What follows belongs to an exercise in optimizing a design on an open flow for small area and a short achievable clock period; a production flow would make more cautious choices. RTL that was checked went through simulation tests only; none was proved equivalent to the original. For run 2, only the layout was checked, not whether the RTL still works. Power and IR drop assume default switching activity.

==> design/flow/design.v <==
module cpu_bus_tracer #(
  parameter int unsigned ADDR_W    = 16,
  parameter int unsigned DATA_W    = 8,
  parameter int unsigned DEPTH     = 64,
  parameter int unsigned POST_TRIG = 16,
  parameter int unsigned WDOG_W    = 20
) (
  input  logic                       clk_i,
  input  logic                       rst_i,
  input  logic [ADDR_W-1:0]          bus_a_i,
  input  logic [DATA_W-1:0]          bus_din_i,
  input  logic [DATA_W-1:0]          bus_dout_i,
  input  logic                       bus_rd_i,
  input  logic                       bus_wr_i,
  input  logic                       bus_done_i,
  input  logic                       bus_fault_i,
  input  logic                       tr_ready_i,
  output logic                       tr_valid_o,
  output logic [ADDR_W+DATA_W:0]     tr_data_o,
  input  logic                       arm_i,
  input  logic [ADDR_W-1:0]          trig_addr_i,
  input  logic [ADDR_W-1:0]          trig_mask_i,
  input  logic [WDOG_W-1:0]          wdog_limit_i,
  output logic [1:0]                 state_o,
  output logic [2:0]                 cause_o,
  output logic [$clog2(DEPTH+1)-1:0] count_o,
  output logic                       wrapped_o
);
  localparam int unsigned PtrW = $clog2(DEPTH);
  localparam int unsigned CntW = $clog2(DEPTH + 1);
  localparam int unsigned EntW = 1 + ADDR_W + DATA_W;
  localparam logic [2:0] CauseNone  = 3'd0;
  localparam logic [2:0] CauseAddr  = 3'd1;
  localparam logic [2:0] CauseFault = 3'd2;
  localparam logic [2:0] CauseWdog  = 3'd3;
  localparam logic [2:0] CauseDone  = 3'd4;
  localparam logic [1:0] StIdle    = 2'd0;
  localparam logic [1:0] StArmed   = 2'd1;
  localparam logic [1:0] StPost    = 2'd2;
  localparam logic [1:0] StStopped = 2'd3;
  logic [1:0]          state_q, state_d;
  logic [2:0]          cause_q, cause_d;
  logic [CntW-1:0]     count_q, count_d;
  logic                wrapped_q, wrapped_d;
  logic [PtrW-1:0]     post_q, post_d;
  logic [WDOG_W-1:0]   wdog1_q, wdog1_d;   
  logic                rd_prev_q, wr_prev_q, fault_prev_q;
  logic                rd_pend_q, skid_vld_q;
  logic [ADDR_W-1:0]   addr_q;
  logic [DATA_W-1:0]   dout_q;
  logic                valid_q, valid_d;
  logic [EntW-1:0]     out_q, out_d;
  logic [EntW-1:0]     mem_q [0:DEPTH-1];
  logic                wr_edge, rd_edge_raw, rd_edge, any_edge, fault_edge;
  logic                capturing, stopped, cap_ok, commit, addr_match, pop, wdog_hit;
  logic                full, empty;
  logic [EntW-1:0]     commit_entry, rd_mem, oldest;
  logic [DEPTH-1:0]    sel_q, sel_d;   
  assign wr_edge     = bus_wr_i & ~wr_prev_q;
  assign rd_edge_raw = bus_rd_i & ~rd_prev_q;
  assign rd_edge     = rd_edge_raw & ~wr_edge;
  assign any_edge    = wr_edge | rd_edge_raw;
  assign fault_edge  = bus_fault_i & ~fault_prev_q;
  assign capturing   = state_q[0] ^ state_q[1];
  assign stopped     = state_q[0] & state_q[1];
  assign cap_ok      = capturing & ~arm_i;
  assign full        = (count_q == CntW'(DEPTH));
  assign empty       = (count_q == '0);
  assign commit      = cap_ok & (rd_pend_q | skid_vld_q | wr_edge);
  always_comb begin
    if (rd_pend_q)       commit_entry = {1'b0, addr_q, bus_din_i};
    else if (skid_vld_q) commit_entry = {1'b1, addr_q, dout_q};
    else                 commit_entry = {1'b1, bus_a_i, bus_dout_i};
  end
  logic match_q, match_in;
  assign match_q     = (((addr_q ^ trig_addr_i) & trig_mask_i) == '0);
  assign match_in    = (((bus_a_i ^ trig_addr_i) & trig_mask_i) == '0);
  assign addr_match  = (trig_mask_i != '0) && ((rd_pend_q | skid_vld_q) ? match_q : match_in);
  assign pop         = valid_q & tr_ready_i;
  always_comb begin
    rd_mem = '0;
    for (int i = 0; i < DEPTH; i++) begin
      if (sel_q[i]) rd_mem = rd_mem | mem_q[i];
    end
  end
  always_comb begin
    if (stopped)                oldest = rd_mem;
    else if (empty)             oldest = commit_entry;
    else if (full && commit)    oldest = mem_q[DEPTH-2];
    else                        oldest = rd_mem;
  end
  always_comb begin
    count_d   = count_q;
    wrapped_d = wrapped_q;
    if (arm_i) begin
      count_d   = '0;
      wrapped_d = 1'b0;
    end else if (commit) begin
      if (full) wrapped_d = 1'b1;
      else      count_d   = count_q + 1'b1;
    end else if (pop) begin
      count_d = count_q - 1'b1;
    end
  end
  logic armed, in_post, pend_any, mask_nz, lim_nz, wdog_eq, post_last;
  logic trig, wdog_stop, post_stop, stop_d;
  assign armed     = (state_q == StArmed);
  assign in_post   = (state_q == StPost);
  assign pend_any  = rd_pend_q | skid_vld_q;
  assign mask_nz   = (trig_mask_i != '0);
  assign lim_nz    = (wdog_limit_i != '0);
  assign wdog_eq   = (wdog1_q == wdog_limit_i);
  assign post_last = (post_q <= PtrW'(1));
  assign wdog_hit  = !any_edge && lim_nz && wdog_eq;
  assign trig      = armed && (fault_edge || (commit && addr_match));
  assign wdog_stop = armed && !any_edge && !fault_edge && lim_nz && wdog_eq &&
                     !(pend_any && mask_nz && match_q);
  assign post_stop = in_post && commit && post_last;
  assign stop_d    = !arm_i && (stopped || (capturing && (bus_done_i || wdog_stop || post_stop)));
  always_comb begin
    state_d  = state_q;
    cause_d  = cause_q;
    post_d   = post_q;
    wdog1_d  = wdog1_q;
    if (arm_i) begin
      state_d = StArmed;
      cause_d = CauseNone;
      post_d  = '0;
      wdog1_d = WDOG_W'(1);
    end else if (capturing) begin
      wdog1_d  = any_edge ? WDOG_W'(1) : wdog1_q + 1'b1;
      if (bus_done_i) begin
        state_d = StStopped;
        cause_d = CauseDone;
      end else if (trig) begin
        cause_d = fault_edge ? CauseFault : CauseAddr;
        post_d  = PtrW'(POST_TRIG);
        state_d = (POST_TRIG == 0) ? StStopped : StPost;
      end else if (armed && wdog_hit) begin
        state_d = StStopped;
        cause_d = CauseWdog;
      end else if (in_post && commit) begin
        post_d = post_q - 1'b1;
        if (post_last) begin
          state_d = StStopped;
        end
      end
    end
  end
  logic nz_d;
  assign nz_d    = commit || (pop ? (count_q != CntW'(1)) : !empty);
  assign valid_d = stop_d && nz_d;
  logic up1, dn1;
  assign up1 = commit && !full && !stop_d;
  assign dn1 = pop || (stop_d && !stopped && !(commit && !full));
  always_comb begin
    if (arm_i) begin
      sel_d = '0;
      sel_d[DEPTH-1] = 1'b1;
    end else if (up1) sel_d = {sel_q[DEPTH-2:0], sel_q[DEPTH-1]};
    else if (dn1)     sel_d = {sel_q[0], sel_q[DEPTH-1:1]};
    else              sel_d = sel_q;
  end
  always_comb begin
    if (!valid_d)               out_d = '0;
    else if (valid_q && !pop)   out_d = out_q;
    else                        out_d = oldest;
  end
  always_ff @(posedge clk_i) begin
    if (rst_i) begin
      state_q      <= StIdle;
      cause_q      <= CauseNone;
      count_q      <= '0;
      wrapped_q    <= 1'b0;
      post_q       <= '0;
      wdog1_q      <= WDOG_W'(1);
      rd_prev_q    <= 1'b0;
      wr_prev_q    <= 1'b0;
      fault_prev_q <= 1'b0;
      rd_pend_q    <= 1'b0;
      skid_vld_q   <= 1'b0;
      valid_q      <= 1'b0;
      out_q        <= '0;
    end else begin
      state_q      <= state_d;
      cause_q      <= cause_d;
      count_q      <= count_d;
      wrapped_q    <= wrapped_d;
      post_q       <= post_d;
      wdog1_q      <= wdog1_d;
      rd_prev_q    <= bus_rd_i;
      wr_prev_q    <= bus_wr_i;
      fault_prev_q <= bus_fault_i;
      rd_pend_q    <= cap_ok & rd_edge;
      skid_vld_q   <= cap_ok & wr_edge & rd_pend_q;
      valid_q      <= valid_d;
      out_q        <= out_d;
    end
    sel_q <= sel_d;
  end
  always_ff @(posedge clk_i) begin
    addr_q <= bus_a_i;
    dout_q <= bus_dout_i;
  end
  always_ff @(posedge clk_i) begin
    if (commit) begin
      mem_q[0] <= commit_entry;
      for (int i = 1; i < DEPTH; i++) mem_q[i] <= mem_q[i-1];
    end
  end
  assign tr_valid_o = valid_q;
  assign tr_data_o  = out_q;
  assign state_o    = state_q;
  assign cause_o    = cause_q;
  assign count_o    = count_q;
  assign wrapped_o  = wrapped_q;
endmodule
==> design/flow/flow/run.sh <==
#!/bin/bash
# The standard layout flow (standard.sh, unchanged synthesis), except that the port
# buffers are plain buf_2 cells instead of the default delay-buffer cell.
set -euo pipefail
export BUFFER_PORTS_ARGS="-buffer_cell sky130_fd_sc_hd__buf_2"
bash standard.sh finish > standard.log 2>&1
==> design/flow/standard.sh <==
#!/bin/bash
# synth_recipe.tcl (not shown) runs the flow's synth.tcl, then flattens the netlist and writes it again
# the make line also repeats each setting of config.mk as NAME=value (left out here)
make -C /OpenROAD-flow-scripts/flow DESIGN_CONFIG=/design/flow/config.mk WORK_HOME=/design/flow/orfs CLKGATE_MAP_FILE= SYNTH_SCRIPT=/design/flow/synth_recipe.tcl "${@:-finish}"
==> design/flow/config.mk <==
export PLATFORM = sky130hd
export DESIGN_NAME = cpu_bus_tracer
export DESIGN_NICKNAME = cpu_bus_tracer
export VERILOG_FILES = /design/flow/design.v
export SDC_FILE = /design/flow/constraint.sdc
export NUM_CORES = 4
export LEC_CHECK = 0
export CAP_MARGIN = 20
export CORE_MARGIN = 2
export CORE_UTILIZATION = 55
export CTS_CLUSTER_DIAMETER = 70
export CTS_CLUSTER_SIZE = 24
export SETUP_SLACK_MARGIN = 3.3
export SLEW_MARGIN = 20
==> design/flow/constraint.sdc <==
create_clock -name core_clock -period 6.0 [get_ports {clk_i}]
set_input_delay 1.2000 -clock core_clock [delete_from_list [all_inputs] [get_ports {clk_i}]]
set_output_delay 1.2000 -clock core_clock [all_outputs]
set_load 0.01 [all_outputs]
==> metrics.md, run 1 <==
| Metric | Value |
|---|---|
| Run status | no timing/DRC/antenna violations |
| P_leak | 23.0 nW |
| Total GRT Usage | 37.9% |
| Cell total after placement | 5,191 |
| CP Max Fanout | 8 |
| Post-DP HPWL | 131 mm |
| Final min period | 2.78 ns |
| Total wire length | between 200 and 250 mm |
| Post-Synthesis Cells | ~3,700 |
| Via/cell ratio | 7.70 |
| Initial Util | 55.3% |
| I/O Pins | approximately 130 |
| CP delay by family, top | simple AND/OR/NAND/NOR gates |
| Drt first-iter violations | 8,246 |
| Fmax | 360 MHz |
| IO buf count | 130 |
| Critical path launch point type | input pin |
| Slowest CP cell | a311oi_1 |
| Post-synth EDFFs | approximately 1,600 |
| Hold buffers post-CTS | 0 |
| FF+latch count, synth | 1,758 |
| Rel. slew slack | 24.2% |
| Average size of a mapped cell | about 18 um^2 |
| Hold Fails Final Rpt | 0 |
| Clock latency on the worst-skew pair | approximately 0.74 ns |
| Sink Count | 1,758 |
| RSZ-0062 raised after global routing | yes |
| FF+latch area | 51,400 um^2 |
| Die height | 348 um |
| Die Footprint | 121,000 um^2 |
| Synth Cell Area | 65,000 um^2 |
| WL/cell | 43.1 um |
| Synth Net Count | 3,805 |
| Crit-path max cell delay | 0.31 ns |
| WP data arrival | 3.41 ns |
| Share of layout cells above drive strength 1 | 17.7% |
| Pwr/cell area | around 320 nW/um^2 |
| Clk root buf | clkbuf_16 |
| Gr ovfl total | 0 |
| Worst Path Buf+Inv | 4 |
| Warnings from Yosys | 2 |
| Synth async-reset ratio | 0% |
| # fillers | 8,354 |
| Largest net degree at the start of global routing | ~170 |
| Worst path required time | 6.63 ns |
| Placer Congestion | 0.954 |
| Number of max-slew violations in the final report | 0 |
| Worst Clk Skew | between 0.03 and 0.04 ns |
| Chip width | around 350 um |
| Main flop type after synthesis | edfxtp_1 |
| H-tree levels | 3 |
| Vias in the first global route | 39,600 |
| Netlist cell types | 59 |
| Max IR drop VDD | 0.237 mV |
| Period utilisation layout | a little under half |
| Seq/Total Area, Yosys | about four fifths |
| DRT Pass-1 Iters | 10 |
| CTS tree | yes |
| Clk slew on worst S/H paths | 0.10 ns |
| Worst setup margin | approximately 3.2 ns |
| TritonCTS Buffers | 102 |
| Drt drc | 0 |
| Final setup fails | 0 |
| Synth top area share | 73.9% |
| Initial antenna violation count | 7 |
| Final Non-Filler Cells | 5,453 |
| Global-route wire length before repair | 316 mm |
| Vias | 42,000 |
| Final Net Count | 3,935 |
| WS Path Type | input pin to flip-flop |
| Pre-CTS setup slack | 1.45 ns |
| Worst slew pin tran | 1.13 ns |
| Standard-cell rows | 126 |
| Largest area contributor in the netlist | edfxtp_1 |
| Area of the multi-input gates | 13,600 um^2 |
| Crit path cell chain | buf_8 -> xnor2_2 -> nand4_1 -> a2111oi_4 -> nand3_2 -> buf_6 -> nor3_4 -> buf_6 -> clkbuf_16 -> o21ai_1 -> a311oi_1 |
| Critical Path Most Common Cell | buf_6 |
| Largest cells by area after synthesis | edfxtp_1 74%, a221oi_1 5.4%, a22o_1 5.4% |
| CTS max path bufs | 3 |
| Max-Cap Viols | 0 |
| Post-DRT Antenna Nets | 0 |
| Crit end category | flip-flop |
| P&R area growth vs syn | 12.5% |
| Hold crit path type | flip-flop to flip-flop |
| Core ar. | 118,000 um^2 |
cells by family after synthesis:
family,synth area share (%)
simple gates,3.35
flops,78.8
buf+inv,1.76
mux,0.447
fa+ha+maj,0.173
compound gates,14.5
xor+xnor,0.997
cell usage after synthesis (11+ instances only):
master	n
a22o_1	400
o211ai_1	89
o21ai_0	34
a22oi_1	39
mux2_2	16
a311oi_1	53
clkbuf_1	181
buf_2	19
nand4_1	116
dfxtp_1	158
xnor2_1	26
nor4_1	42
nor2_1	128
nand2_1	42
xor2_1	48
mux2i_1	11
o21ai_1	52
a221oi_1	400
edfxtp_1	1600
o22ai_1	26
a21oi_1	19
buf_1	65
nand2b_1	30
worst paths after layout:
| path | start | endpoint | slack, ns | cells past startpoint |
|---|---|---|---|---|
| min reg2reg | mem_q[30][18] | mem_q[31][18] | 0.43 | 0 |
| max | wdog_limit_i[6] | sel_q[43] | 3.22 | 11 |
| max reg2reg | sel_q[17] | out_q[21] | 3.23 | 8 |
| min | mem_q[30][18] | mem_q[31][18] | 0.43 | 0 |
sequential cells by signal, summed over array words and instances (netlist names):
name          count
state_q           2
wdog1_q          20
valid_q           1
count_q           7
addr_q           16
cause_q           3
dout_q            8
wrapped_q         1
mem_q          1600
out_q            25
skid_vld_q        1
sel_q            64
fault_prev_q      1
wr_prev_q         1
post_q            6
rd_prev_q         1
rd_pend_q         1
placed cells by master (no fill, tap or decap), drive strengths merged, types with 30 or more instances in the layout:
cell / Yosys / routed
nand2b: 30 / 30
a311oi: 63 / 63
nor2: 129 / 129
nand4: 116 / 116
dfxtp: 158 / 158
buf: 93 / 277
a221oi: 400 / 400
edfxtp: 1600 / 1600
nor4: 42 / 42
o21ai: 86 / 86
o211ai: 89 / 89
inv: 10 / 50
clkbuf: 181 / 128
nand2: 42 / 43
a22o: 400 / 400
a22oi: 39 / 39
xor2: 48 / 48
worst reg2reg max path, cell delays in order, from the launching register on:
cell,delay (ns)
dfxtp_2,0.58
buf_6,0.39
a22o_1,0.27
a221oi_1,0.29
nand4_1,0.19
nor4_2,0.38
o22ai_1,0.24
o211ai_1,0.26
nor2_1,0.05
cell type report:
type / instances / area share [%]
antenna: 3 / 0.0103
timing repair inverter: 2 / 0.0239
clock inverter: 63 / 0.949
inverter: 10 / 0.0872
timing repair buffer: 291 / 3.87
sequential: 1758 / 70.2
tap: 1536 / 2.63
multi-input combinational: 1669 / 18.5
clock buffer: 121 / 3.69
report_power, final:
| group | switching [mW] | total, mW | internal, mW |
|---|---|---|---|
| clock | 4.35 | 7.88 | 3.53 |
| combinational | 1.04 | 1.54 | 0.508 |
| sequential | 0.408 | 14.1 | 13.7 |
per-stage QoR:
| stage | instance area [um^2] | hold WS (ns) | setup TNS [ns] | power (mW) | util (%) |
|---|---|---|---|---|---|
| floorplan | 65100 | 0.427 | -19.45 | 14.9 | - |
| global placement | 67500 | 0.430 | 0 | 15.6 | 57.4 |
| detailed placement | 67500 | 0.434 | 0 | 15.7 | 57.4 |
| CTS | 72000 | 0.437 | 0 | 23.4 | 61.2 |
| global route | 73200 | 0.444 | 0 | 24.0 | 62.2 |
| finish | 73200 | 0.431 | 0 | 23.5 | 62.2 |
layer usage:
| metal | routed length [um] | share of wire (%) | GRT usage [%] | vias to the layer above |
|---|---|---|---|---|
| li1 | - | - | - | 16000 |
| met1 | 82000 | 35 | 52.4 | 21200 |
| met2 | 102000 | 44 | 55.6 | 3999 |
| met3 | 37000 | 16 | 11.3 | 794 |
| met4 | 13500 | 5.7 | 17.4 | 8 |
| met5 | 170 | 0.072 | 0 | - |
repair_timing:
| action | in CTS | in global routing |
|---|---|---|
| setup buffers | 30 | 14 |
| pin swaps | 16 | 117 |
| gates resized for setup | 98 | 193 |
| gates cloned | 18 | 13 |
| endpoints found under the hold margin | 0 | 0 |
| endpoints found under the setup margin | 1666 | 371 |
==> run 2, diff against run 1 <==
--- a/design/flow/design.v
+++ b/design/flow/design.v
@@ -42,7 +42,8 @@
   logic [2:0]          cause_q, cause_d;
   logic [CntW-1:0]     count_q, count_d;
   logic                wrapped_q, wrapped_d;
-  logic [PtrW-1:0]     post_q, post_d;
+  localparam int unsigned PostW = (POST_TRIG > 1) ? $clog2(POST_TRIG) : 1;
+  logic [PostW-1:0]    post_q, post_d;   
   logic [WDOG_W-1:0]   wdog1_q, wdog1_d;   
   logic                rd_prev_q, wr_prev_q, fault_prev_q;
   logic                rd_pend_q, skid_vld_q;
@@ -110,7 +111,7 @@
   assign mask_nz   = (trig_mask_i != '0);
   assign lim_nz    = (wdog_limit_i != '0);
   assign wdog_eq   = (wdog1_q == wdog_limit_i);
-  assign post_last = (post_q <= PtrW'(1));
+  assign post_last = (post_q == '0);
   assign wdog_hit  = !any_edge && lim_nz && wdog_eq;
   assign trig      = armed && (fault_edge || (commit && addr_match));
   assign wdog_stop = armed && !any_edge && !fault_edge && lim_nz && wdog_eq &&
@@ -134,7 +135,7 @@
         cause_d = CauseDone;
       end else if (trig) begin
         cause_d = fault_edge ? CauseFault : CauseAddr;
-        post_d  = PtrW'(POST_TRIG);
+        post_d  = PostW'(POST_TRIG - 1);
         state_d = (POST_TRIG == 0) ? StStopped : StPost;
       end else if (armed && wdog_hit) begin
         state_d = StStopped;
--- a/design/flow/config.mk
+++ b/design/flow/config.mk
@@ -8,7 +8,8 @@
 export CAP_MARGIN = 20
 export CORE_MARGIN = 2
 export CORE_UTILIZATION = 55
-export CTS_CLUSTER_DIAMETER = 70
-export CTS_CLUSTER_SIZE = 24
+export CTS_BUF_LIST = sky130_fd_sc_hd__clkbuf_8
+export CTS_CLUSTER_DIAMETER = 50
+export CTS_CLUSTER_SIZE = 16
 export SETUP_SLACK_MARGIN = 3.3
 export SLEW_MARGIN = 20
==> run 2 against run 1 <==
Final area down 1.5%. Clock-buffer cell count up 44. Via count down 1.3%. Sequential cell count down 2. Non-clock buffer count up 6. Maximum frequency down 5.5%. Register-to-register slack worse by 0.11 ns. Critical endpoint is now sel_q[38].
==> metrics.md, run 2 <==
| Metric | Value |
|---|---|
| Via/cell ratio | 7.58 (was 7.70) |
| H-tree levels | 4 (was 3) |
| Clk slew on worst S/H paths | 0.10 ns (about the same) |
| Synth async-reset ratio | 0% (unchanged) |
| Largest cells by area after synthesis | edfxtp_1 75%, dfxtp_1 4.9%, a221oi_1 4.5% (was edfxtp_1 74%, a221oi_1 5.4%, a22o_1 5.4%) |
| Main combinational cell family by area after synthesis | compound AO/OA/AOI/OAI gates (unchanged) |
| CTS tree | yes (unchanged) |
| Crit-path max cell delay | 0.44 ns (was 0.31 ns) |
| Netlist cell types | 59 (unchanged) |
| Fmax | 340 MHz (was 360 MHz) |
| Top post-synthesis cells by count | 1,600 x edfxtp_1, 328 x a221oi_1, 328 x a22o_1 (was 1,600 x edfxtp_1, 400 x a221oi_1, 400 x a22o_1) |
| Largest regs | mem_q: 1600 flops, sel_q: 64 flops, out_q: 25 flops (unchanged) |
| Most frequent cells in the layout | 1,600 x edfxtp_1, 328 x a22o_1, 326 x a221oi_1 (was 1,600 x edfxtp_1, 400 x a22o_1, 398 x a221oi_1) |
| Worst Clk Skew | 0.0535 ns (was 0.0312 ns) |
| Initial antenna violation count | 13 (was 7) |
| Total GRT Usage | 37.5% (was 37.9%) |
| CTS max path bufs | 3 (unchanged) |
| Final min period | 2.94 ns (was 2.78 ns) |
| Largest net degree at the start of global routing | 207 (was 174) |
| WL/cell | 41.7 um (was 43.1 um) |
| Total Power | 23.1 mW (was 23.5 mW) |
| Period utilisation layout | 49.0% (was 46.3%) |
| Gr ovfl total | 0 (unchanged) |
| Crit end category | flip-flop (unchanged) |
| Synth Area in XOR/XNOR | 1.01% (was 0.997%) |
| I/O Pins | 131 (unchanged) |
| WS Path Type | input pin to flip-flop (unchanged) |
| Post-Synth Adder-Cell Area | 0.155% (was 0.173%) |
| Clock latency on the worst-skew pair | 0.90 ns (was 0.74 ns) |
| Post-synth EDFFs | 1,600 (unchanged) |
| FF+latch count, synth | 1,756 (was 1,758) |
| Slowest CP cell | a311o_2 (was a311oi_1) |
| Max IR drop VDD | 0.214 mV (was 0.237 mV) |
| Warnings from Yosys | 2 (unchanged) |
| Post-synthesis mux area share | 1.43% (was 0.447%) |
| Synth Net Count | 3,716 (was 3,805) |
| Rel. slew slack | 12.3% (was 24.2%) |
| Most frequent cell after synthesis | edfxtp_1 (unchanged) |
| Post-Synthesis Cells | 3,616 (was 3,704) |
| Worst Path Buf+Inv | 3 (was 4) |
| Pwr/cell area | 321 nW/um^2 (about the same) |
| Vias in the first global route | 39,500 (was 39,600) |
| Synth top area share | 74.6% (was 73.9%) |
| Seq/Total Area, Yosys | 79.5% (was 78.8%) |
| Top reg by flops | mem_q (unchanged) |
| WP data arrival | 3.71 ns (was 3.41 ns) |
| Number of max-slew violations in the final report | 0 (unchanged) |
| Drt first-iter violations | 7,539 (was 8,246) |
| Hold crit path type | flip-flop to flip-flop (unchanged) |
| Max reg flops | 1,600 (unchanged) |
| Leading cell type in the layout, fill and taps excluded | edfxtp_1 (unchanged) |
| TritonCTS Buffers | 152 (was 102) |
| Worst slew pin tran | 1.32 ns (was 1.13 ns) |
| P&R area growth vs syn | 12.0% (was 12.5%) |
| Share of layout cells above drive strength 1 | 18.2% (was 17.7%) |
| Largest area contributor in the netlist | edfxtp_1 (unchanged) |
| Cell total after placement | 5,117 (was 5,191) |
| Compound-cell area share of the yosys netlist | 12.9% (was 14.5%) |
| Core ar. | 116,000 um^2 (was 118,000 um^2) |
| Run status | no timing/DRC/antenna violations (unchanged) |
| Die Footprint | 120,000 um^2 (was 121,000 um^2) |
| Total wire length | 228 mm (was 235 mm) |
| P_leak | 23.7 nW (was 23.0 nW) |
| Hold Fails Final Rpt | 0 (unchanged) |
| IO buf count | 130 (unchanged) |
| Clk root buf | clkbuf_8 (was clkbuf_16) |
| Crit path cell chain | buf_2 -> nor2b_1 -> nor4_1 -> nand4_1 -> a311o_2 -> o31ai_4 -> a32oi_4 -> buf_12 -> buf_16 -> mux2i_1 -> a211oi_1 (was buf_8 -> xnor2_2 -> nand4_1 -> a2111oi_4 -> nand3_2 -> buf_6 -> nor3_4 -> buf_6 -> clkbuf_16 -> o21ai_1 -> a311oi_1) |
| Setup TNS | 0 ns (unchanged) |
| Max-Cap Viols | 0 (unchanged) |
| Post-DRT Antenna Nets | 0 (unchanged) |
| Post-DP HPWL | 125 mm (was 131 mm) |
| Simple-Gate Fraction of Synth Area | 3.35% (about the same) |
| Average size of a mapped cell | 17.8 um^2 (was 17.6 um^2) |
| Die height | 346 um (was 348 um) |
| RSZ-0062 raised after global routing | yes (unchanged) |
| Chip width | 346 um (was 348 um) |
| Synth Cell Area | 64,400 um^2 (was 65,000 um^2) |
| Drt drc | 0 (unchanged) |
| Vias | 41,400 (was 42,000) |
| Global-route wire length before repair | 310 mm (was 316 mm) |
| Final Net Count | 3,919 (was 3,935) |
| Placer Congestion | 0.931 (was 0.954) |
| CP delay by family, top | compound AO/OA/AOI/OAI gates (was simple AND/OR/NAND/NOR gates) |
| DRT Pass-1 Iters | 7 (was 10) |
| Worst path required time | 6.77 ns (was 6.63 ns) |
| CP Max Fanout | 8 (unchanged) |
| Initial Util | 55.4% (was 55.3%) |
| Final setup fails | 0 (unchanged) |
| Standard-cell rows | 125 (was 126) |
| Main flop type after synthesis | edfxtp_1 (unchanged) |
| Final Non-Filler Cells | 5,467 (was 5,453) |
| Critical path launch point type | input pin (unchanged) |
| Sink Count | 1,756 (was 1,758) |
## run 2: cell types whose count changed after synthesis, sizes merged, moves of 25 or more
cell,before,now
o211ai,89,2
o22ai,26,0
a221oi,400,328
nor4,42,17
o21ai,86,25
a22o,400,328
mux2i,11,74
a22oi,39,182
nand2b,30,4
a211oi,1,82
buf,93,66
nor2,129,156
a311oi,63,0
nand3,10,36
## run 2: layout make-up
class,instances,area [um^2]
inverter,13,75.1
timing repair buffer,297,2860
tap,1524,1910
sequential,1756,51400
clock inverter,102,1000
antenna,11,27.5
timing repair inverter,2,17.5
clock buffer,165,2270
multi-input combinational,1597,12500
fill,8252,44100
## run 2: cell families (layout without fill, tap and decap cells)
family | Yosys count | count (layout)
fa+ha+maj | 8 | 8
other cells | 0 | 11
flops | 1756 | 1756
mux | 90 | 90
simple gates | 418 | 418
buf+inv | 263 | 579
compound gates | 1007 | 1007
xor+xnor | 74 | 74
## run 2: path summary, 6_finish.rpt
check | slack, ns | depth (start not counted) | startpoint | endpoint
worst max-delay path | 3.06 | 11 | bus_rd_i | sel_q[38]
worst min-delay path | 0.42 | 0 | mem_q[45][24] | mem_q[46][24]
worst max register to register | 3.12 | 10 | wdog1_q[1] | sel_q[38]
worst min register to register | 0.42 | 0 | mem_q[45][24] | mem_q[46][24]
## run 2: layer usage
layer	wire length, um	global-route usage (%)
met1	79300	50.9
met2	100000	55.0
met3	34700	11.3
met4	13800	19.4
met5	27	0
## run 2: timing repair
| action | 4_1_cts | 5_1_grt |
|---|---|---|
| setup endpoints to repair | 1366 | 581 |
| buffers inserted | 49 | 4 |
| hold buffers | 0 | 0 |
| gates resized for setup | 200 | 45 |
| pin swaps | 19 | 18 |
| gates cloned | 17 | 2 |
## run 2: stage by stage
step | utilization, % | area, um^2 | hold WS [ns] | setup slack (ns)
after floorplan | - | 64500 | 0.427 | -1.00
after CTS | 61.8 | 71800 | 0.380 | 3.21
after global placement | 57.6 | 66900 | 0.431 | 1.87
final | 62.0 | 72100 | 0.424 | 3.06
after detailed placement | 57.6 | 66900 | 0.434 | 1.71
after global routing | 62.0 | 72100 | 0.399 | 3.08
## run 2: power breakdown
group          internal, mW  switching [mW]  total [mW]
clock                  3.29            4.26        7.55
combinational         0.495            1.00        1.50
sequential             13.7           0.383        14.1
total                  17.5            5.65        23.1
## run 2: worst register-to-register path, cell delays in order (launching register included)
cell and delay [ns]:
dfxtp_2 0.36, xor2_1 0.16, nor4_1 0.31, nand4_1 0.17, a311o_2 0.41, o31ai_4 0.35
a32oi_4 0.20, buf_12 0.20, buf_16 0.16, mux2i_1 0.14, a211oi_1 0.31

-- static timing again, ports no longer ideal --
In the flow no input, the clock included, has a driving cell. The finished layouts below were timed again as built, in two steps. Step 1 (the two cells are an assumption about what drives the block):
set clk [get_ports {clk_i}]
set_driving_cell -lib_cell sky130_fd_sc_hd__clkbuf_16 $clk
set_driving_cell -lib_cell sky130_fd_sc_hd__buf_2 [delete_from_list [all_inputs] $clk]
Step 2 also shifts input and output timing later by t, the mid clock arrival at the registers, as if the neighbouring blocks saw the same clock. Slacks: no drivers / after step 1 / after step 2; pairs: no drivers / after step 1.
run	t (ns)	slack for setup (ns)	worst setup path at the end	latest minus earliest clock arrival (ns)	worst register clock-pin slew, ns
run 1	0.805	3.221 / 3.231 / 2.455	input to register	0.037 / 0.038	0.10 / 0.10
run 2	0.948	3.058 / 3.110 / 2.162	input to register	0.058 / 0.058	0.11 / 0.11
After both steps setup and hold are still met in every run listed. For run 2, which loses most, drivers alone change the setup slack by +0.052 ns; drivers and shift together by -0.896 ns.
